Context: an optimization exercise on an open-source flow, tuned for small area, a short achievable clock period and few clock cycles. The choices shown serve that exercise and are no tape-out recipe. In this exercise RTL edits were held to simulation tests only and were not proved equivalent to the original. Power figures rest on the tool's default switching activity, not on a simulated workload.

File: design/flow/design.v
package ejd_pkg;
  localparam int PENDING_DEPTH = 16;
  localparam int ACTIVE_DEPTH  = 16;
  localparam int ID_WIDTH      = 16;
  localparam int QUEUE_DEPTH   = 2;
  localparam int TYPE_W     = 32;
  localparam int DONE_W     = 16;
  localparam int JOB_ID_W   = 16;
  localparam int CMD_W      = 2;
  localparam int STATUS_W   = 3;
  localparam int OP_W       = 2;
  localparam int PEND_IDX_W = $clog2(PENDING_DEPTH);
  localparam int PEND_CNT_W = $clog2(PENDING_DEPTH + 1);
  localparam int ACT_IDX_W  = $clog2(ACTIVE_DEPTH);
  localparam int QPTR_W     = (QUEUE_DEPTH > 1) ? $clog2(QUEUE_DEPTH) : 1;
  localparam int QCNT_W     = $clog2(QUEUE_DEPTH + 1);
  localparam logic [CMD_W-1:0] CMD_SCHED = 2'd0;
  localparam logic [CMD_W-1:0] CMD_DISP  = 2'd1;
  localparam logic [CMD_W-1:0] CMD_DONE  = 2'd2;
  localparam logic [CMD_W-1:0] CMD_NOP   = 2'd3;
  localparam logic [OP_W-1:0] OP_SCHED = 2'd0;
  localparam logic [OP_W-1:0] OP_DISP  = 2'd1;
  localparam logic [OP_W-1:0] OP_DONE  = 2'd2;
  localparam logic [OP_W-1:0] OP_NOP   = 2'd3;
  localparam logic [STATUS_W-1:0] STAT_OK         = 3'd0;
  localparam logic [STATUS_W-1:0] STAT_DISABLED   = 3'd1;
  localparam logic [STATUS_W-1:0] STAT_FULL       = 3'd2;
  localparam logic [STATUS_W-1:0] STAT_NONE       = 3'd3;
  localparam logic [STATUS_W-1:0] STAT_NOT_ACTIVE = 3'd4;
  typedef struct packed {
    logic [CMD_W-1:0]  cmd;
    logic [TYPE_W-1:0] job_type;
    logic              exclusive;
    logic [DONE_W-1:0] done_id;
  } req_t;
  typedef struct packed {
    logic [STATUS_W-1:0] status;
    logic [JOB_ID_W-1:0] job_id;
    logic [TYPE_W-1:0]   out_type;
  } rsp_t;
  typedef struct packed {
    logic [OP_W-1:0]   op;
    logic [TYPE_W-1:0] job_type;
    logic              exclusive;
    logic [DONE_W-1:0] done_id;
  } op_t;
  typedef struct packed {
    logic              excl;
    logic [TYPE_W-1:0] jtype;
  } pend_type_t;
endpackage
module ejd_front (
  input  logic          clk,
  input  logic          rst,
  input  logic          push,
  output logic          full,
  input  ejd_pkg::req_t req,
  output logic          q_valid,
  output ejd_pkg::op_t  q_data,
  input  logic          q_take
);
  localparam int OP_T_W = ejd_pkg::OP_W + ejd_pkg::TYPE_W + 1 + ejd_pkg::DONE_W;
  logic [OP_T_W-1:0]             ent [ejd_pkg::QUEUE_DEPTH];
  logic [ejd_pkg::QPTR_W-1:0]    wr_ptr;
  logic [ejd_pkg::QPTR_W-1:0]    rd_ptr;
  logic [ejd_pkg::QCNT_W-1:0]    cnt;
  ejd_pkg::op_t                  cls;
  logic                          do_push;
  logic                          do_pop;
  always_comb begin
    cls.job_type  = req.job_type;
    cls.exclusive = req.exclusive;
    cls.done_id   = req.done_id;
    unique case (req.cmd)
      ejd_pkg::CMD_SCHED: cls.op = ejd_pkg::OP_SCHED;
      ejd_pkg::CMD_DISP:  cls.op = ejd_pkg::OP_DISP;
      ejd_pkg::CMD_DONE:  cls.op = ejd_pkg::OP_DONE;
      ejd_pkg::CMD_NOP:   cls.op = ejd_pkg::OP_NOP;
    endcase
  end
  assign full    = (cnt == ejd_pkg::QCNT_W'(ejd_pkg::QUEUE_DEPTH));
  assign q_valid = (cnt != '0);
  assign q_data  = ent[rd_ptr];
  assign do_push = push && !full;
  assign do_pop  = q_take && q_valid;
  always_ff @(posedge clk) begin
    if (do_push) begin
      ent[wr_ptr] <= cls;
    end
  end
  always_ff @(posedge clk) begin
    if (rst) begin
      wr_ptr <= '0;
      rd_ptr <= '0;
      cnt    <= '0;
    end else begin
      if (do_push) begin
        wr_ptr <= (wr_ptr == ejd_pkg::QPTR_W'(ejd_pkg::QUEUE_DEPTH - 1)) ? '0 : wr_ptr + 1'b1;
      end
      if (do_pop) begin
        rd_ptr <= (rd_ptr == ejd_pkg::QPTR_W'(ejd_pkg::QUEUE_DEPTH - 1)) ? '0 : rd_ptr + 1'b1;
      end
      if (do_push && !do_pop) begin
        cnt <= cnt + 1'b1;
      end else if (do_pop && !do_push) begin
        cnt <= cnt - 1'b1;
      end
    end
  end
endmodule
module ejd_back (
  input  logic          clk,
  input  logic          rst,
  input  logic          q_valid,
  input  ejd_pkg::op_t  q_data,
  output logic          q_take,
  input  logic          cfg_valid,
  output logic          cfg_ready,
  input  logic          cfg_data,
  output logic          empty,
  input  logic          pop,
  output ejd_pkg::rsp_t rsp
);
  localparam logic [2:0] S_IDLE   = 3'd0;
  localparam logic [2:0] S_SCAN   = 3'd1;
  localparam logic [2:0] S_PICK   = 3'd2;
  localparam logic [2:0] S_SLOT   = 3'd3;
  localparam logic [2:0] S_COMMIT = 3'd4;
  localparam int PD = ejd_pkg::PENDING_DEPTH;
  localparam int AD = ejd_pkg::ACTIVE_DEPTH;
  logic [2:0]                      state;
  logic [2:0]                      state_next;
  logic                            enable;
  logic [ejd_pkg::PEND_CNT_W-1:0]  pend_count;
  logic [AD-1:0]                   act_valid;
  logic [ejd_pkg::ID_WIDTH-1:0]    next_id;
  logic                            out_valid;
  logic [ejd_pkg::ACT_IDX_W-1:0]   scan_idx;
  ejd_pkg::op_t                    cur;
  logic [ejd_pkg::ID_WIDTH-1:0]    pend_ids   [PD];
  logic                            pend_excl  [PD];
  logic [ejd_pkg::TYPE_W-1:0]      pend_jtype [PD];
  logic [ejd_pkg::ID_WIDTH-1:0]    act_ids    [AD];
  logic [ejd_pkg::TYPE_W-1:0]      act_types  [AD];
  logic [PD-1:0]                   blocked;
  logic                            pick_found;
  logic [ejd_pkg::PEND_IDX_W-1:0]  pick_idx;
  logic [ejd_pkg::ID_WIDTH-1:0]    pick_id;
  logic [ejd_pkg::TYPE_W-1:0]      pick_type;
  logic                            slot_ok;
  logic [ejd_pkg::ACT_IDX_W-1:0]   slot_idx;
  ejd_pkg::rsp_t                   out_rsp;
  logic                            commit;
  logic                            pick_found_c;
  logic [ejd_pkg::PEND_IDX_W-1:0]  pick_idx_c;
  logic                            slot_ok_c;
  logic [ejd_pkg::ACT_IDX_W-1:0]   slot_idx_c;
  logic                            done_hit;
  logic [ejd_pkg::ACT_IDX_W-1:0]   done_idx;
  logic                            sched_ok;
  logic                            disp_ok;
  logic [ejd_pkg::ID_WIDTH-1:0]    id_inc;
  ejd_pkg::rsp_t                   res;
  assign cfg_ready = 1'b1;
  assign q_take    = (state == S_IDLE) && q_valid;
  assign commit    = (state == S_COMMIT) && (!out_valid || pop);
  assign empty     = !out_valid;
  assign rsp       = out_rsp;
  assign id_inc    = next_id + 1'b1;
  always_comb begin
    pick_found_c = 1'b0;
    pick_idx_c   = '0;
    for (int i = PD - 1; i >= 0; i--) begin
      if ((ejd_pkg::PEND_CNT_W'(i) < pend_count) &&
          (!pend_excl[i] || !blocked[i])) begin
        pick_found_c = 1'b1;
        pick_idx_c   = ejd_pkg::PEND_IDX_W'(i);
      end
    end
  end
  always_comb begin
    logic                          hit;
    logic [ejd_pkg::ACT_IDX_W-1:0] hit_idx;
    logic                          fre;
    logic [ejd_pkg::ACT_IDX_W-1:0] fre_idx;
    hit     = 1'b0;
    hit_idx = '0;
    fre     = 1'b0;
    fre_idx = '0;
    for (int j = AD - 1; j >= 0; j--) begin
      if (act_valid[j] && (act_ids[j] == pick_id)) begin
        hit     = 1'b1;
        hit_idx = ejd_pkg::ACT_IDX_W'(j);
      end
      if (!act_valid[j]) begin
        fre     = 1'b1;
        fre_idx = ejd_pkg::ACT_IDX_W'(j);
      end
    end
    slot_ok_c  = hit || fre;
    slot_idx_c = hit ? hit_idx : fre_idx;
  end
  always_comb begin
    done_hit = 1'b0;
    done_idx = '0;
    for (int j = AD - 1; j >= 0; j--) begin
      if (act_valid[j] && (32'(act_ids[j]) == 32'(cur.done_id))) begin
        done_hit = 1'b1;
        done_idx = ejd_pkg::ACT_IDX_W'(j);
      end
    end
  end
  always_comb begin
    sched_ok = 1'b0;
    disp_ok  = 1'b0;
    res      = '0;
    unique case (cur.op)
      ejd_pkg::OP_SCHED: begin
        if (!enable) begin
          res.status = ejd_pkg::STAT_DISABLED;
        end else if (pend_count >= ejd_pkg::PEND_CNT_W'(PD)) begin
          res.status = ejd_pkg::STAT_FULL;
        end else begin
          sched_ok   = 1'b1;
          res.status = ejd_pkg::STAT_OK;
          res.job_id = ejd_pkg::JOB_ID_W'(next_id);
        end
      end
      ejd_pkg::OP_DISP: begin
        if (pick_found && slot_ok) begin
          disp_ok      = 1'b1;
          res.status   = ejd_pkg::STAT_OK;
          res.job_id   = ejd_pkg::JOB_ID_W'(pick_id);
          res.out_type = pick_type;
        end else begin
          res.status = ejd_pkg::STAT_NONE;
        end
      end
      ejd_pkg::OP_DONE: begin
        if ((cur.done_id == '0) || !done_hit) begin
          res.status = ejd_pkg::STAT_NOT_ACTIVE;
        end else begin
          res.status = ejd_pkg::STAT_OK;
        end
      end
      ejd_pkg::OP_NOP: begin
        res.status = ejd_pkg::STAT_OK;
      end
    endcase
  end
  always_comb begin
    state_next = state;
    unique case (state)
      S_IDLE: begin
        if (q_valid) begin
          state_next = (q_data.op == ejd_pkg::OP_DISP) ? S_SCAN : S_COMMIT;
        end
      end
      S_SCAN: begin
        if (scan_idx == ejd_pkg::ACT_IDX_W'(AD - 1)) begin
          state_next = S_PICK;
        end
      end
      S_PICK:   state_next = S_SLOT;
      S_SLOT:   state_next = S_COMMIT;
      S_COMMIT: begin
        if (commit) begin
          state_next = S_IDLE;
        end
      end
      default:  state_next = S_IDLE;
    endcase
  end
  always_ff @(posedge clk) begin
    if (rst) begin
      state      <= S_IDLE;
      enable     <= 1'b0;
      pend_count <= '0;
      act_valid  <= '0;
      next_id    <= ejd_pkg::ID_WIDTH'(1);
      out_valid  <= 1'b0;
      scan_idx   <= '0;
    end else begin
      state <= state_next;
      if (cfg_valid && cfg_ready) begin
        enable <= cfg_data;
      end
      if (q_take) begin
        scan_idx <= '0;
      end else if (state == S_SCAN) begin
        scan_idx <= scan_idx + 1'b1;
      end
      if (commit) begin
        out_valid <= 1'b1;
      end else if (pop) begin
        out_valid <= 1'b0;
      end
      if (commit && sched_ok) begin
        pend_count <= pend_count + 1'b1;
        next_id    <= (id_inc == '0) ? ejd_pkg::ID_WIDTH'(1) : id_inc;
      end
      if (commit && disp_ok) begin
        pend_count          <= pend_count - 1'b1;
        act_valid[slot_idx] <= 1'b1;
      end
      if (commit && (cur.op == ejd_pkg::OP_DONE) && (cur.done_id != '0) && done_hit) begin
        act_valid[done_idx] <= 1'b0;
      end
    end
  end
  always_ff @(posedge clk) begin
    if (q_take) begin
      cur     <= q_data;
      blocked <= '0;
    end
    if (state == S_SCAN) begin
      for (int i = 0; i < PD; i++) begin
        if (act_valid[scan_idx] && (act_types[scan_idx] == pend_jtype[i])) begin
          blocked[i] <= 1'b1;
        end
      end
    end
    if (state == S_PICK) begin
      pick_found <= pick_found_c;
      pick_idx   <= pick_idx_c;
      pick_id    <= pend_ids[pick_idx_c];
      pick_type  <= pend_jtype[pick_idx_c];
    end
    if (state == S_SLOT) begin
      slot_ok  <= slot_ok_c;
      slot_idx <= slot_idx_c;
    end
    if (commit) begin
      out_rsp <= res;
    end
    if (commit && sched_ok) begin
      pend_ids[pend_count[ejd_pkg::PEND_IDX_W-1:0]]         <= next_id;
      pend_excl[pend_count[ejd_pkg::PEND_IDX_W-1:0]]  <= cur.exclusive;
      pend_jtype[pend_count[ejd_pkg::PEND_IDX_W-1:0]] <= cur.job_type;
    end
    if (commit && disp_ok) begin
      act_ids[slot_idx]   <= pick_id;
      act_types[slot_idx] <= pick_type;
      for (int k = 0; k < PD - 1; k++) begin
        if (ejd_pkg::PEND_IDX_W'(k) >= pick_idx) begin
          pend_ids[k]   <= pend_ids[k + 1];
          pend_excl[k]  <= pend_excl[k + 1];
          pend_jtype[k] <= pend_jtype[k + 1];
        end
      end
    end
  end
endmodule
module exclusive_type_job_dispatcher_top (
  input  logic          clk,
  input  logic          rst,
  input  logic          push,
  output logic          full,
  input  ejd_pkg::req_t req,
  output logic          empty,
  input  logic          pop,
  output ejd_pkg::rsp_t rsp,
  input  logic          cfg_valid,
  output logic          cfg_ready,
  input  logic          cfg_data
);
  logic         q_valid;
  ejd_pkg::op_t q_data;
  logic         q_take;
  ejd_front u_front (
    .clk     (clk),
    .rst     (rst),
    .push    (push),
    .full    (full),
    .req     (req),
    .q_valid (q_valid),
    .q_data  (q_data),
    .q_take  (q_take)
  );
  ejd_back u_back (
    .clk       (clk),
    .rst       (rst),
    .q_valid   (q_valid),
    .q_data    (q_data),
    .q_take    (q_take),
    .cfg_valid (cfg_valid),
    .cfg_ready (cfg_ready),
    .cfg_data  (cfg_data),
    .empty     (empty),
    .pop       (pop),
    .rsp       (rsp)
  );
endmodule
File: design/flow/run.sh
#!/bin/bash
# synth_recipe.tcl (not shown) runs the flow's synth.tcl, then flattens the netlist and writes it again
# the make line also repeats each setting of config.mk as NAME=value (left out here)
make -C /OpenROAD-flow-scripts/flow DESIGN_CONFIG=/design/flow/config.mk WORK_HOME=/design/flow/orfs CLKGATE_MAP_FILE= SYNTH_SCRIPT=/design/flow/synth_recipe.tcl finish
File: design/flow/config.mk
export PLATFORM = sky130hd
export DESIGN_NAME = exclusive_type_job_dispatcher_top
export DESIGN_NICKNAME = exclusive_type_job_dispatcher_top
export VERILOG_FILES = /design/flow/design.v
export SDC_FILE = /design/flow/constraint.sdc
export NUM_CORES = 4
export LEC_CHECK = 0
export CAP_MARGIN = 20
export CORE_MARGIN = 2
export CORE_UTILIZATION = 45
export PLACE_DENSITY = 0.6
export SLEW_MARGIN = 20
File: design/flow/constraint.sdc
create_clock -name core_clock -period 7.0 [get_ports {clk}]
set_input_delay 1.4000 -clock core_clock [delete_from_list [all_inputs] [get_ports {clk}]]
set_output_delay 1.4000 -clock core_clock [all_outputs]
set_load 0.01 [all_outputs]
==> results.yml <==
outcome:
  status: "timing/DRC/antenna clean"
synth:
  synthXorXnorAreaFrac_pct: 9.90
  synth-compound-area-share_pct: 3.17
  ys_types: 86
  synthFlopType: "edfxtp_1"
  synth-seq-cells: 1885
  syn_nets: 6517
  synthCells: 6446
  synthSimpleGateAreaFrac_pct: 7.71
  synth_edf_count: 1814
  synthMuxAreaShare_pct: 16.5
  synthAdderAreaFrac_pct: 0.189
  yosys_warnings: 2
  ys_seq_area_share_pct: 60.3
  avgSynthCellArea_um2: 14.4
  synth_top_family_by_area: "multiplexers"
  async_flop_share_pct: 0
  netlist_area_um2: 92700
layout:
  fin_cells: 9335
  final_cell_area_um2: 104000
  drive_gt1_share_pct: 21.6
  final_cell_mix: "edfxtp_1 (1,814), mux2_2 (701), xnor2_1 (533)"
  finalNetCount: 6538
  final_common_cell: "edfxtp_1"
  area_growth_pct: 11.8
  fillers: 17100
  fin_util_pct: 50.6
critical_path:
  path_delay_family: "simple AND/OR/NAND/NOR gates"
  critPathMaxFanout: 24
  worstPathArrival_ns: 5.67
  start_kind: "flop"
  crit_type: "reg2reg"
  slowest_stage: "dfxtp_1"
  max_stage_delay_ns: 0.81
  end_kind: "flop"
  cp.required_ns: 7.54
  r2r_slack_ns: 1.87
  worstPathCellList: "inv_1, a22o_1, o2111ai_1, nor2b_1, o41ai_1, nor2_1, nand2_2, buf_4, o22ai_1, or4_1"
  critPathBufInv: 2
clocking:
  htreeDepth: 4
  hold_buffers: 0
  cts.sinks: 1885
  clk_path_buf_depth: 3
  cts_tree: "built"
  cts_setup_buffers: 0
  cts_buffers: 203
  cts-root-buf: "clkbuf_16"
  cts_resized: 0
  clock_latency_ns: 0.86
  path_clk_slew_ns: 0.06
power_and_ir_drop:
  pwr-share-seq_pct: 45.9
  ir_drop_uv: 280
  clkPwrFrac_pct: 34.6
  switchingPower_w: 0.00906
  netSwitchingFraction_pct: 29.2
  p_int_w: 0.0219
  leakagePower_nw: 32.6
  p_per_area_nw_per_um2: 299
  pwr-share-comb_pct: 19.6
routing:
  ant_nets: 0
  first_pass_iters: 6
  via_count: 56400
  drcViolationCount: 0
  wl_per_cell_um: 30.1
  first_iter_violations: 6232
  wl_mm: 281
  vias_per_cell: 6.04
sta:
  fin_crit_ns: 5.13
  setup_violations: 0
  timing.fmax_mhz: 195
  fin_crit_sh_pct: 73.3
  finalHoldViolCount: 0
  slew_headroom_pct: 22.8
  finClkSkew_ns: 0.0488
  tightest_slew_ns: 1.16
  rsz0062_at_grt: "no"
  slew_violations: 0
die:
  die_x_um: 458
  start_util_pct: 45.3
  fp.dieArea_um2: 210000
  io_pins: 111
  core-area_um2: 205000
  die_y_um: 458
  rows: 166
place:
  numPortBuffers: 109
  place_area_um2: 97000
  place_hpwl_mm: 190
  place.gp.congestion: 0.950
  dp_cells: 8950
grt:
  grt_util_all_layers_pct: 26.4
  grt_pass1_vias: 55800
  grt_start_max_net_pins: 55
  antenna_found_initial: 10
  grt_pass1_wl_mm: 403
  gr-total-overflow: 0
run:
  maxCapViolCount: 0
min_path:
  hold_class: "reg2reg"
==> worst paths after layout <==
kind / from / end / depth (start not counted)
setup reg to reg: u_back.pend_count[4]$_SDFFE_PP0P_ / u_back.pick_type[20]$_DFFE_PN_ / 10
setup / recovery: u_back.pend_count[4]$_SDFFE_PP0P_ / u_back.pick_type[20]$_DFFE_PN_ / 10
hold reg to reg: u_back.pend_ids[8][9]$_DFFE_PP_ / u_back.pend_ids[7][9]$_DFFE_PP_ / 2
hold / removal: u_back.pend_ids[8][9]$_DFFE_PP_ / u_back.pend_ids[7][9]$_DFFE_PP_ / 2
==> cells in the mapped netlist, types with 15 or more instances <==
cell,instances,area share [%]
edfxtp_1,1814,59
mux2_2,701,8.5
xnor2_1,533,5.0
xor2_1,498,4.7
nand2_1,460,1.9
mux2i_1,368,4.0
clkbuf_1,293,1.2
nand4_1,181,1.2
o22ai_1,175,1.2
mux4_2,165,4.0
nor4_1,158,1.1
nor2_1,138,0.56
buf_2,80,0.43
nand3_1,72,0.39
dfxtp_1,71,1.5
nor3_1,62,0.33
a21oi_1,56,0.30
or4_1,55,0.45
and2_1,54,0.36
o21ai_0,54,0.29
buf_1,46,0.19
a22o_1,35,0.33
inv_1,25,0.10
and3_1,22,0.15
o211ai_1,21,0.17
nor4b_1,20,0.19
nor3b_1,19,0.15
nand4b_1,18,0.17
nand2b_1,17,0.11
or2_2,15,0.10
==> flip-flops by register name (all words and copies together), names as in the netlist, 2 cells and up, named ones only <==
name,count
u_back.act_ids,256
u_front.cnt,2
u_back.pick_id,16
u_back.act_types,512
u_back.state,3
u_back.pend_ids,256
u_back.pend_excl,16
u_back.slot_idx,4
u_back.next_id,16
u_back.pend_jtype,512
u_back.pick_idx,4
u_back.act_valid,16
u_front.ent,102
u_back.pend_count,5
u_back.blocked,16
u_back.out_rsp,51
u_back.pick_type,32
u_back.cur,51
u_back.scan_idx,4
==> power groups by stage <==
| stage | Combinational, W | Sequential (W) | Clock, W |
|---|---|---|---|
| floorplan | 0.00439 | 0.0137 | 0 |
| global placement | 0.00591 | 0.0144 | 0 |
| global route | 0.00643 | 0.0143 | 0.0113 |
| detailed placement | 0.00598 | 0.0144 | 0 |
| CTS | 0.00602 | 0.0142 | 0.0109 |
| finish | 0.00606 | 0.0142 | 0.0107 |
==> cell families after synthesis <==
group	after synthesis
compound gates	443
fa+ha+maj	14
flops	1885
buf+inv	476
other cells	1
xor+xnor	1040
mux	1234
simple gates	1353
==> tightest hold or removal path, delay by kind of cell (launching register included) <==
family | cells | cell delay (ns)
DFF | 1 | 0.34
and+or+nand+nor | 2 | 0.10
==> area by class of cell <==
| type | count | area, um^2 | share of cell area (%) |
|---|---|---|---|
| Timing Repair Buffer | 265 | 2410 | 2.32 |
| Inverter | 27 | 105 | 0.101 |
| Sequential cell | 1885 | 55900 | 54.0 |
| Clock inverter | 126 | 1250 | 1.21 |
| Multi-Input combinational cell | 4085 | 35200 | 34.0 |
| Tap cell | 2688 | 3360 | 3.25 |
| Antenna cell | 4 | 10.0 | 0.00966 |
| Clock buffer | 255 | 5350 | 5.16 |
==> stage by stage <==
| stage | setup slack (ns) | power (W) | hold slack [ns] | setup TNS [ns] |
|---|---|---|---|---|
| global route | 1.78 | 0.0320 | 0.534 | 0 |
| floorplan | -0.582 | 0.0181 | 0.406 | -113.94 |
| finish | 1.87 | 0.0310 | 0.506 | 0 |
| detailed placement | 1.51 | 0.0204 | 0.502 | 0 |
| global placement | 1.61 | 0.0203 | 0.487 | 0 |
| CTS | 2.09 | 0.0311 | 0.510 | 0 |
==> per-layer routing <==
metal	global-route usage [%]	vias up	wire (um)
met2	40.0	2366	125000
met4	11.1	0	12500
met1	37.8	29000	122000
met5	0	-	0
li1	-	24600	-
met3	4.03	466	20400
Testbench counts, summed over its fixed seeds: cycles 63,140.

## what the ideal ports hide
Ports are ideal in the flow. The routed layout listed here was re-timed in OpenROAD. Step 1 sets driving cells, clkbuf_16 on the clock port and buf_2 on the other inputs (assumed; they add their load-dependent delay and slew). Step 2 moves the port delays by t, midway between the first and last clock arrival at a register: inputs arrive t later, outputs are due t later. That takes back most of the time a late clock gives input paths. Slacks: ideal ports / drivers / drivers and shift; pairs: ideal ports / drivers.
shift t [ns]: 0.927
setup slack, ns: 1.872 / 1.872 / 1.471
worst hold slack (ns): 0.506 / 0.506 / 0.506
pins driven straight from the clock port: 1
After both steps setup and hold are still met in this run. The setup slack of this run moves by 0.000 ns with the drivers and by -0.401 ns with both steps.
